Context: an optimization exercise on an open-source flow, tuned for a short achievable clock period and few clock cycles. The choices shown serve that exercise and are no tape-out recipe.
The RTL was checked by simulation tests, not by an equivalence proof against the original design.

## design/flow/run.sh

```bash
#!/bin/bash
# synth_recipe.tcl (not shown) runs the flow's synth.tcl, then flattens the netlist and writes it again
# the make line also repeats each setting of config.mk as NAME=value (left out here)
make -C /OpenROAD-flow-scripts/flow DESIGN_CONFIG=/design/flow/config.mk WORK_HOME=/design/flow/orfs CLKGATE_MAP_FILE= SYNTH_SCRIPT=/design/flow/synth_recipe.tcl finish
```

## design/flow/config.mk

```make
export PLATFORM = sky130hd
export DESIGN_NAME = cpu_top
export DESIGN_NICKNAME = cpu_top
export VERILOG_FILES = /design/flow/design.v
export SDC_FILE = /design/flow/constraint.sdc
export NUM_CORES = 4
export LEC_CHECK = 0
export CAP_MARGIN = 20
export CORE_MARGIN = 2
export CORE_UTILIZATION = 40
export SLEW_MARGIN = 20
```

## design/flow/constraint.sdc

```tcl
create_clock -name core_clock -period 9.0 [get_ports {clock}]
set_input_delay 1.8000 -clock core_clock [delete_from_list [all_inputs] [get_ports {clock}]]
set_output_delay 1.8000 -clock core_clock [all_outputs]
set_load 0.01 [all_outputs]
```

## design/flow/design.v

```verilog
package proc_pkg;
    typedef enum logic [5-1:0] {
        op_rtype = 5'b00000,
        op_j     = 5'b00001,
        op_bne   = 5'b00010,
        op_jal   = 5'b00011,
        op_jr    = 5'b00100,
        op_addi  = 5'b00101,
        op_blt   = 5'b00110,
        op_sw    = 5'b00111,
        op_lw    = 5'b01000
    } opcode_e;
    typedef enum logic [5-1:0] {
        alu_add = 5'd0,
        alu_sub = 5'd1,
        alu_and = 5'd2,
        alu_or  = 5'd3,
        alu_sll = 5'd4,
        alu_sra = 5'd5
    } alu_op_e;
    typedef struct packed {
        opcode_e                   opcode;
        logic [5-1:0] rd;
        logic [5-1:0] rs;
        logic [5-1:0] rt;
        logic [4:0]                shamt;
        alu_op_e                   alu_op;
        logic [1:0]                spare;
    } insn_t;
    typedef struct packed {
        logic [32-1:0] pc;
        insn_t                 insn;
    } if_id_t;
    typedef struct packed {
        logic [32-1:0] pc;
        logic [32-1:0] a;
        logic [32-1:0] b;
        insn_t                 insn;
    } id_ex_t;
    typedef struct packed {
        logic [32-1:0] result;
        logic [32-1:0] b;
        insn_t                 insn;
    } ex_mem_t;
    typedef struct packed {
        logic [32-1:0] result;
        logic [32-1:0] load_data;
        insn_t                 insn;
    } mem_wb_t;
    typedef struct packed {
        logic                      en;
        logic [5-1:0] idx;
        logic [32-1:0]     data;
    } rf_write_t;
    typedef struct packed {
        logic [32-1:0] addr;
        logic [32-1:0] data;
        logic                  wren;
    } dmem_req_t;
endpackage
    function automatic logic [5-1:0] dest_reg(proc_pkg::insn_t insn);
        dest_reg = (insn.opcode == op_jal) ? 5'd31 : insn.rd;
    endfunction
    function automatic logic writes_reg(proc_pkg::insn_t insn);
        logic kind;
        kind = (insn.opcode == op_rtype) || (insn.opcode == op_addi) ||
               (insn.opcode == op_lw) || (insn.opcode == op_jal);
        writes_reg = kind && (dest_reg(insn) != '0);
    endfunction
    function automatic logic [5-1:0] src_b_reg(proc_pkg::insn_t insn);
        if ((insn.opcode == op_bne) || (insn.opcode == op_blt) ||
            (insn.opcode == op_jr) || (insn.opcode == op_sw)) begin
            src_b_reg = insn.rd;
        end else begin
            src_b_reg = insn.rt;
        end
    endfunction
import proc_pkg::*;
module proc_alu
(
    input  logic [32-1:0] a,
    input  logic [32-1:0] b,
    input  proc_pkg::alu_op_e               op,
    input  logic [4:0]            shamt,
    output logic [32-1:0] result,
    output logic                  not_equal,
    output logic                  less_than
);
    logic [32-1:0] diff;
    logic                  ovf;
    assign diff = a - b;
    assign ovf = (a[32-1] ^ b[32-1]) & (diff[32-1] ^ a[32-1]);
    assign not_equal = |diff;
    assign less_than = diff[32-1] ^ ovf;
    always_comb begin
        case (op)
            alu_add: result = a + b;
            alu_sub: result = diff;
            alu_and: result = a & b;
            alu_or:  result = a | b;
            alu_sll: result = a << shamt;
            alu_sra: result = $signed(a) >>> shamt;
            default: result = a + b;
        endcase
    end
endmodule
import proc_pkg::*;
module proc_fetch
(
    input  logic                  clock,
    input  logic                  arst_n,
    input  logic                  load_stall,
    input  logic                  redirect,
    input  logic [32-1:0] redirect_pc,
    output logic [32-1:0] pc,
    input  proc_pkg::insn_t                 insn,
    output proc_pkg::if_id_t                if_id
);
    always_ff @(posedge clock or negedge arst_n) begin
        if (!arst_n) begin
            pc <= 32'h0000_0000;
        end else if (redirect) begin
            pc <= redirect_pc;
        end else if (!load_stall) begin
            pc <= pc + 32'd1;
        end
    end
    always_ff @(posedge clock or negedge arst_n) begin
        if (!arst_n) begin
            if_id <= '0;
        end else if (redirect) begin
            if_id <= '0;
        end else if (!load_stall) begin
            if_id <= {pc, insn};
        end
    end
endmodule
import proc_pkg::*;
module proc_decode
(
    input  logic                      clock,
    input  logic                      arst_n,
    input  proc_pkg::if_id_t                    if_id,
    input  logic                      redirect,
    output logic [5-1:0] read_a,
    output logic [5-1:0] read_b,
    input  logic [32-1:0]     data_a,
    input  logic [32-1:0]     data_b,
    output logic                      load_stall,
    output proc_pkg::id_ex_t                    id_ex
);
    function automatic logic [5-1:0] dest_reg(proc_pkg::insn_t insn);
        dest_reg = (insn.opcode == op_jal) ? 5'd31 : insn.rd;
    endfunction
    function automatic logic writes_reg(proc_pkg::insn_t insn);
        logic kind;
        kind = (insn.opcode == op_rtype) || (insn.opcode == op_addi) ||
               (insn.opcode == op_lw) || (insn.opcode == op_jal);
        writes_reg = kind && (dest_reg(insn) != '0);
    endfunction
    function automatic logic [5-1:0] src_b_reg(proc_pkg::insn_t insn);
        if ((insn.opcode == op_bne) || (insn.opcode == op_blt) ||
            (insn.opcode == op_jr) || (insn.opcode == op_sw)) begin
            src_b_reg = insn.rd;
        end else begin
            src_b_reg = insn.rt;
        end
    endfunction
    logic                      uses_a;
    logic                      uses_b;
    logic                      ex_is_load;
    logic [5-1:0] ex_dest;
    assign read_a = if_id.insn.rs;
    assign read_b = src_b_reg(if_id.insn);
    assign uses_a = (if_id.insn.opcode == op_rtype) || (if_id.insn.opcode == op_addi) ||
                    (if_id.insn.opcode == op_lw) || (if_id.insn.opcode == op_sw) ||
                    (if_id.insn.opcode == op_bne) || (if_id.insn.opcode == op_blt);
    assign uses_b = (if_id.insn.opcode == op_rtype) || (if_id.insn.opcode == op_bne) ||
                    (if_id.insn.opcode == op_blt) || (if_id.insn.opcode == op_jr);
    assign ex_is_load = (id_ex.insn.opcode == op_lw) && (id_ex.insn.rd != '0);
    assign ex_dest    = id_ex.insn.rd;
    assign load_stall = ex_is_load &&
                        ((uses_a && (read_a == ex_dest)) || (uses_b && (read_b == ex_dest)));
    always_ff @(posedge clock or negedge arst_n) begin
        if (!arst_n) begin
            id_ex <= '0;
        end else if (redirect || load_stall) begin
            id_ex <= '0;
        end else begin
            id_ex <= {if_id.pc, data_a, data_b, if_id.insn};
        end
    end
endmodule
import proc_pkg::*;
module proc_execute
(
    input  logic                  clock,
    input  logic                  arst_n,
    input  proc_pkg::id_ex_t                id_ex,
    input  proc_pkg::ex_mem_t               mem_fwd,
    input  proc_pkg::rf_write_t             wb_fwd,
    output logic                  redirect,
    output logic [32-1:0] redirect_pc,
    output proc_pkg::ex_mem_t               ex_mem
);
    function automatic logic [5-1:0] dest_reg(proc_pkg::insn_t insn);
        dest_reg = (insn.opcode == op_jal) ? 5'd31 : insn.rd;
    endfunction
    function automatic logic writes_reg(proc_pkg::insn_t insn);
        logic kind;
        kind = (insn.opcode == op_rtype) || (insn.opcode == op_addi) ||
               (insn.opcode == op_lw) || (insn.opcode == op_jal);
        writes_reg = kind && (dest_reg(insn) != '0);
    endfunction
    function automatic logic [5-1:0] src_b_reg(proc_pkg::insn_t insn);
        if ((insn.opcode == op_bne) || (insn.opcode == op_blt) ||
            (insn.opcode == op_jr) || (insn.opcode == op_sw)) begin
            src_b_reg = insn.rd;
        end else begin
            src_b_reg = insn.rt;
        end
    endfunction
    logic [32-1:0] insn_bits;
    logic [32-1:0] true_a;
    logic [32-1:0] true_b;
    logic [32-1:0] imm_ext;
    logic [32-1:0] jump_target;
    logic [32-1:0] pc_next;
    logic [32-1:0] alu_b;
    logic [32-1:0] alu_result;
    proc_pkg::alu_op_e               alu_sel;
    logic                  use_imm;
    logic                  not_equal;
    logic                  less_than;
    function automatic logic [32-1:0] bypass(
        input logic [5-1:0] idx,
        input logic [32-1:0]     rf_val,
        input proc_pkg::ex_mem_t                   mem_src,
        input proc_pkg::rf_write_t                 wb_src
    );
        logic mem_hit;
        logic wb_hit;
        mem_hit = writes_reg(mem_src.insn) && (mem_src.insn.opcode != op_lw) &&
                  (dest_reg(mem_src.insn) == idx);
        wb_hit  = wb_src.en && (wb_src.idx == idx);
        if (idx == '0) begin
            bypass = rf_val;
        end else if (mem_hit) begin
            bypass = mem_src.result;
        end else if (wb_hit) begin
            bypass = wb_src.data;
        end else begin
            bypass = rf_val;
        end
    endfunction
    assign insn_bits = id_ex.insn;
    assign true_a    = bypass(id_ex.insn.rs, id_ex.a, mem_fwd, wb_fwd);
    assign true_b    = bypass(src_b_reg(id_ex.insn), id_ex.b, mem_fwd, wb_fwd);
    assign imm_ext     = {{(32-17){insn_bits[16]}}, insn_bits[16:0]};
    assign jump_target = {{(32-27){insn_bits[26]}}, insn_bits[26:0]};
    assign pc_next     = id_ex.pc + 32'd1;
    assign use_imm = (id_ex.insn.opcode == op_addi) || (id_ex.insn.opcode == op_lw) ||
                     (id_ex.insn.opcode == op_sw);
    assign alu_b   = use_imm ? imm_ext : true_b;
    always_comb begin
        case (id_ex.insn.opcode)
            op_rtype:       alu_sel = id_ex.insn.alu_op;
            op_bne, op_blt: alu_sel = alu_sub;
            default:        alu_sel = alu_add;
        endcase
    end
    proc_alu i_alu (
        .a         (true_a),
        .b         (alu_b),
        .op        (alu_sel),
        .shamt     (id_ex.insn.shamt),
        .result    (alu_result),
        .not_equal (not_equal),
        .less_than (less_than)
    );
    always_comb begin
        redirect    = 1'b0;
        redirect_pc = pc_next + imm_ext;
        case (id_ex.insn.opcode)
            op_bne: redirect = not_equal;
            op_blt: redirect = not_equal && !less_than;
            op_j, op_jal: begin
                redirect    = 1'b1;
                redirect_pc = jump_target;
            end
            op_jr: begin
                redirect    = 1'b1;
                redirect_pc = true_b;
            end
            default: ;
        endcase
    end
    always_ff @(posedge clock or negedge arst_n) begin
        if (!arst_n) begin
            ex_mem <= '0;
        end else begin
            ex_mem.result <= (id_ex.insn.opcode == op_jal) ? pc_next : alu_result;
            ex_mem.b      <= true_b;
            ex_mem.insn   <= id_ex.insn;
        end
    end
endmodule
import proc_pkg::*;
module proc_mem_wb
(
    input  logic                  clock,
    input  logic                  arst_n,
    input  proc_pkg::ex_mem_t               ex_mem,
    input  logic [32-1:0] q_dmem,
    output proc_pkg::dmem_req_t             dmem_req,
    output proc_pkg::rf_write_t             rf_write
);
    function automatic logic [5-1:0] dest_reg(proc_pkg::insn_t insn);
        dest_reg = (insn.opcode == op_jal) ? 5'd31 : insn.rd;
    endfunction
    function automatic logic writes_reg(proc_pkg::insn_t insn);
        logic kind;
        kind = (insn.opcode == op_rtype) || (insn.opcode == op_addi) ||
               (insn.opcode == op_lw) || (insn.opcode == op_jal);
        writes_reg = kind && (dest_reg(insn) != '0);
    endfunction
    function automatic logic [5-1:0] src_b_reg(proc_pkg::insn_t insn);
        if ((insn.opcode == op_bne) || (insn.opcode == op_blt) ||
            (insn.opcode == op_jr) || (insn.opcode == op_sw)) begin
            src_b_reg = insn.rd;
        end else begin
            src_b_reg = insn.rt;
        end
    endfunction
    proc_pkg::mem_wb_t mem_wb;
    logic    is_store;
    logic    store_fwd;
    assign is_store      = ex_mem.insn.opcode == op_sw;
    assign dmem_req.addr = ex_mem.result;
    assign dmem_req.wren = is_store;
    assign store_fwd     = is_store && rf_write.en && (rf_write.idx == ex_mem.insn.rd);
    assign dmem_req.data = store_fwd ? rf_write.data : ex_mem.b;
    always_ff @(posedge clock or negedge arst_n) begin
        if (!arst_n) begin
            mem_wb <= '0;
        end else begin
            mem_wb <= {ex_mem.result, q_dmem, ex_mem.insn};
        end
    end
    assign rf_write.en   = writes_reg(mem_wb.insn);
    assign rf_write.idx  = dest_reg(mem_wb.insn);
    assign rf_write.data = (mem_wb.insn.opcode == op_lw) ? mem_wb.load_data : mem_wb.result;
endmodule
import proc_pkg::*;
module processor
(
    input  logic                      clock,
    input  logic                      arst_n,
    output logic [32-1:0]     address_imem,
    input  proc_pkg::insn_t            q_imem,
    output proc_pkg::dmem_req_t                 dmem_req,
    input  logic [32-1:0]     q_dmem,
    output logic [5-1:0] ctrl_read_reg_a,
    output logic [5-1:0] ctrl_read_reg_b,
    input  logic [32-1:0]     data_read_reg_a,
    input  logic [32-1:0]     data_read_reg_b,
    output proc_pkg::rf_write_t                 rf_write
);
    proc_pkg::if_id_t                if_id;
    proc_pkg::id_ex_t                id_ex;
    proc_pkg::ex_mem_t               ex_mem;
    logic                  load_stall;
    logic                  redirect;
    logic [32-1:0] redirect_pc;
    proc_fetch i_fetch (
        .clock       (clock),
        .arst_n      (arst_n),
        .load_stall  (load_stall),
        .redirect    (redirect),
        .redirect_pc (redirect_pc),
        .pc          (address_imem),
        .insn        (q_imem),
        .if_id       (if_id)
    );
    proc_decode i_decode (
        .clock      (clock),
        .arst_n     (arst_n),
        .if_id      (if_id),
        .redirect   (redirect),
        .read_a     (ctrl_read_reg_a),
        .read_b     (ctrl_read_reg_b),
        .data_a     (data_read_reg_a),
        .data_b     (data_read_reg_b),
        .load_stall (load_stall),
        .id_ex      (id_ex)
    );
    proc_execute i_execute (
        .clock       (clock),
        .arst_n      (arst_n),
        .id_ex       (id_ex),
        .mem_fwd     (ex_mem),
        .wb_fwd      (rf_write),
        .redirect    (redirect),
        .redirect_pc (redirect_pc),
        .ex_mem      (ex_mem)
    );
    proc_mem_wb i_mem_wb (
        .clock    (clock),
        .arst_n   (arst_n),
        .ex_mem   (ex_mem),
        .q_dmem   (q_dmem),
        .dmem_req (dmem_req),
        .rf_write (rf_write)
    );
endmodule
import proc_pkg::*;
module cpu_top (
    input  logic                      clock,
    input  logic                      arst_n,
    output logic [32-1:0]     imem_addr,
    input  logic [32-1:0]     imem_rdata,
    output logic [32-1:0]     dmem_addr,
    output logic [32-1:0]     dmem_wdata,
    output logic                      dmem_wren,
    input  logic [32-1:0]     dmem_rdata,
    output logic [5-1:0] rf_raddr_a,
    output logic [5-1:0] rf_raddr_b,
    input  logic [32-1:0]     rf_rdata_a,
    input  logic [32-1:0]     rf_rdata_b,
    output logic                      rf_wen,
    output logic [5-1:0] rf_widx,
    output logic [32-1:0]     rf_wdata
);
    proc_pkg::dmem_req_t dmem_req;
    proc_pkg::rf_write_t rf_write;
    processor i_proc (
        .clock           (clock),
        .arst_n          (arst_n),
        .address_imem    (imem_addr),
        .q_imem          (imem_rdata),
        .dmem_req        (dmem_req),
        .q_dmem          (dmem_rdata),
        .ctrl_read_reg_a (rf_raddr_a),
        .ctrl_read_reg_b (rf_raddr_b),
        .data_read_reg_a (rf_rdata_a),
        .data_read_reg_b (rf_rdata_b),
        .rf_write        (rf_write)
    );
    assign dmem_addr  = dmem_req.addr;
    assign dmem_wdata = dmem_req.data;
    assign dmem_wren  = dmem_req.wren;
    assign rf_wen     = rf_write.en;
    assign rf_widx    = rf_write.idx;
    assign rf_wdata   = rf_write.data;
endmodule
```

==> notes.md <==
layout make-up:
type	count	area [sq um]
diodes	4	10.01
clock buffers	53	1152
clock inverters	21	236.5
fillers	6762	34760
inverters	141	529.3
multi-input cells	2567	17430
flip-flops and latches	372	9313
well taps	940	1176
repair buffers	576	5293
cell families (layout without fill, tap and decap cells):
group                      Yosys count  count (layout)
and+or+nand+nor                   1169            1169
AOI/OAI and AO/OA                  933             933
buffers and inverters              394             791
DFF                                372             372
muxes                              203             203
adders and majority gates          133             133
xor gates and xnor gates           129             129
other                                0               4
worst register-to-register path: cells and delay by family (launching register included):
| family | cells | cell delay, ps |
|---|---|---|
| buffers and inverters | 8 | 1420 |
| AND/OR/NAND/NOR | 15 | 2840 |
| multiplexers | 3 | 780 |
| AO/OA/AOI/OAI | 11 | 2020 |
| flip-flops | 1 | 370 |
| adder cells (fa/ha/maj) | 2 | 1060 |
state kept, by name (all words and copies together) (netlist names):
| register | flops |
|---|---|
| i_proc.i_fetch.pc | 32 |
| i_proc.i_fetch.if_id | 64 |
| i_proc.i_execute.ex_mem | 74 |
| i_proc.i_mem_wb.mem_wb | 74 |
| i_proc.i_decode.id_ex | 128 |
cells in the mapped netlist (all sizes together), types with 14 or more instances:
| cell | instances | share of area |
|---|---|---|
| xor2 | 41 | 0.013 |
| o22ai | 36 | 0.0080 |
| o21a | 17 | 0.0045 |
| a21o | 31 | 0.0082 |
| inv | 138 | 0.018 |
| mux4 | 25 | 0.020 |
| a31oi | 26 | 0.0058 |
| mux2i | 93 | 0.033 |
| o2111ai | 14 | 0.0043 |
| o21bai | 15 | 0.0040 |
| a211oi | 32 | 0.0085 |
| ha | 128 | 0.057 |
| a222oi | 17 | 0.0060 |
| clkbuf | 165 | 0.022 |
| a31o | 14 | 0.0043 |
| and2 | 148 | 0.033 |
| o211ai | 42 | 0.011 |
| nor2b | 16 | 0.0035 |
| o221ai | 20 | 0.0062 |
| nor4 | 30 | 0.0069 |
| dfrtp | 372 | 0.33 |
| or2 | 17 | 0.0038 |
| nand2 | 388 | 0.052 |
| nand3 | 80 | 0.014 |
| buf | 88 | 0.020 |
| and3 | 33 | 0.0073 |
| a22oi | 23 | 0.0061 |
| nand2b | 20 | 0.0044 |
| o21ai | 236 | 0.044 |
| nor2 | 288 | 0.038 |
| a221oi | 27 | 0.0084 |
| o31ai | 29 | 0.012 |
| xnor2 | 88 | 0.027 |
| nand4 | 20 | 0.0044 |
| a21oi | 219 | 0.039 |
| mux2 | 85 | 0.034 |
| nor3 | 81 | 0.014 |
repair_timing:
| action | CTS | global route |
|---|---|---|
| buffers inserted | 2 | 9 |
| pin swaps | 1 | 15 |
| cloned | 0 | 3 |
| endpoints found under the setup margin | 23 | 224 |
| hold buffers | 0 | 0 |
| hold endpoints to repair | 0 | 0 |
| resized for setup | 2 | 62 |
final timing paths:
kind	start	end	slack, ps	depth (start not counted)
max	i_proc.i_decode.id_ex[30]	i_proc.i_fetch.pc[21]	410	39
min reg2reg	i_proc.i_fetch.if_id[32]	i_proc.i_decode.id_ex[96]	450	1
max reg2reg	i_proc.i_decode.id_ex[30]	i_proc.i_fetch.pc[21]	410	39
min in group asynchronous	arst_n	i_proc.i_mem_wb.mem_wb[41]	1250	1
max in group asynchronous	arst_n	i_proc.i_mem_wb.mem_wb[40]	6310	2
min	i_proc.i_fetch.if_id[32]	i_proc.i_decode.id_ex[96]	450	1
per-stage QoR:
| step | setup TNS, ps | util | cell area (sq um) |
|---|---|---|---|
| after floorplan | 0 | - | 28210 |
| after global placement | 0 | 0.4767 | 33320 |
| after detailed placement | 0 | 0.4767 | 33320 |
| after CTS | 0 | 0.4969 | 34730 |
| after global routing | -62.66 | 0.5026 | 35130 |
| final | 0 | 0.5027 | 35140 |
per-layer routing:
layer	share of wire	vias up	track usage	routed length (um)
met4	0.052	10	0.1557	7178
met5	0.00057	-	0	79
met1	0.40	14220	0.4920	56020
met3	0.11	393	0.09956	15520
met2	0.43	1778	0.5614	59980
li1	-	12740	-	-
==> results by group <==
Clock network
  – Clock buffer depth: 3
  – Total CTS buffers: 41
  – H-tree depth: 2
  – Clk pin slew, worst setup/hold paths: 80 ps
  – Root Buffer: clkbuf_16
  – Clk Latency, worst-skew pair: 600 ps
  – Clock tree from TritonCTS: yes
  – CTS Sinks: 372

Timing
  – Final hold slack: 451.3 ps
  – Slew headroom: 0.1883
  – Final setup viols: 0
  – Layout Skew: 40.19 ps
  – Fin worst setup slack: 408.5 ps
  – Hold Fails Final Rpt: 0
  – Max Fclk: 0.1164 GHz
  – Final Cycle Share: 0.9546
  – Max-slew violation count: 0
  – Tmin final: 8592 ps
  – Slew @ Worst Pin: 1218 ps

Setup path
  – Data arrival, critical path: 9060 ps
  – CP max stage cell: fa_2
  – Worst Path Buf+Inv: 8
  – Delay of the slowest critical-path stage: 600 ps
  – Worst Setup Start Kind: register
  – Critical path type: register to register
  – WP data required: 9470 ps
  – Worst Path Max Fanout: 9
  – Crit path max-delay family: simple AND/OR/NAND/NOR gates
  – Setup crit end kind: register

Placement
  – Post-DP HPWL: 107.1 mm
  – Post-Place Setup Slack: 31.78 ps
  – PortBufs: 274
  – Placed cell count: 4582
  – Gpl congestion: 1.127

Floorplanning
  – Die Ht: 269.6 um
  – Starting Density: 0.4036
  – Io pins: 275
  – Die Area: 72670 sq um
  – # rows: 97
  – Core outline area: 69910 sq um
  – Width of the die: 269.6 um

GRT
  – Initial antenna violation count: 11
  – Congestion Overflow GR: 0
  – First-pass GRT wire length: 198.5 mm
  – Vias in the first global route: 27930
  – Tot GR Track Use: 0.3684
  – Largest net degree at the start of global routing: 144

Synth
  – Register area share after synthesis: 0.3299
  – Syn nets: 3595
  – Synth unique cells: 97
  – Cell area after technology mapping: 28210 sq um
  – Async S/R FF share, synth: 1.000
  – Compound-Gate Fraction of Synth Area: 0.2256
  – Post-Synth XOR/XNOR Area: 0.04005
  – Post-Synth Simple-Gate Area: 0.1957
  – Number of synthesized register bits: 372
  – Post-synthesis mux area share: 0.08728
  – Synth Flop Type: dfrtp_1
  – Largest family of logic cells by synthesized area: compound AO/OA/AOI/OAI gates
  – Ys Warns: 5
  – Adder-cell share of the synthesized area: 0.05996
  – Post-synth EDFFs: 0
  – Gate Count Post-Synth: 3333
  – Syn avg cell area: 8.465 sq um

Final layout
  – Final Non-Filler Cells: 4674
  – Layout cells sized above 1: 0.1651
  – Most common cell after layout, fill and taps aside: nand2_1
  – Commonest cells after routing, fill and taps aside: 386 x nand2_1, 369 x dfrtp_1, 279 x nor2_1
  – Nets: 3961
  – Area grow syn2layout: 24.56%

Drt
  – Drt initial violations: 3764
  – Wire per inst: 29.69 um
  – DRT Wirelength: 138.8 mm
  – 1st-pass router iterations: 6
  – DR vias/cell: 6.234
  – # DRC: 0
  – Post-DRT Antenna Nets: 0
  – Via count: 29140

Run status
  – Status: complete, no violations

Hold path
  – Hold Path Class: register to register

Run
  – Max Cap Violations: 0
Testbench counts, summed over its fixed seeds: cycles 64,907.

-- separate check: timing with driven ports --
How much do the figures lean on ideal ports? The routed layout below was timed once more, with nothing changed but the port constraints.
Step 1 sets driving cells, clkbuf_16 on the clock port and buf_2 on the other inputs (assumed; they add their load-dependent delay and slew).
Step 2 times the ports against the registers' clock, not the clock port: input delays grow and output delays shrink by t, the midpoint of the rising clock arrivals with the driver on.
Three values: no drivers, after step 1, after step 2; two values: the first two.
t (ns): 0.639
setup slack, ns: 0.408 / 0.408 / 0.408
worst hold slack (ns): 0.451 / 0.451 / 0.451
worst setup path after step 2: register to register
clock arrival spread, ns: 0.041 / 0.041
After both steps this run still meets setup and hold. For this run, drivers alone change the setup slack by 0.000 ns; drivers and shift together by 0.000 ns.
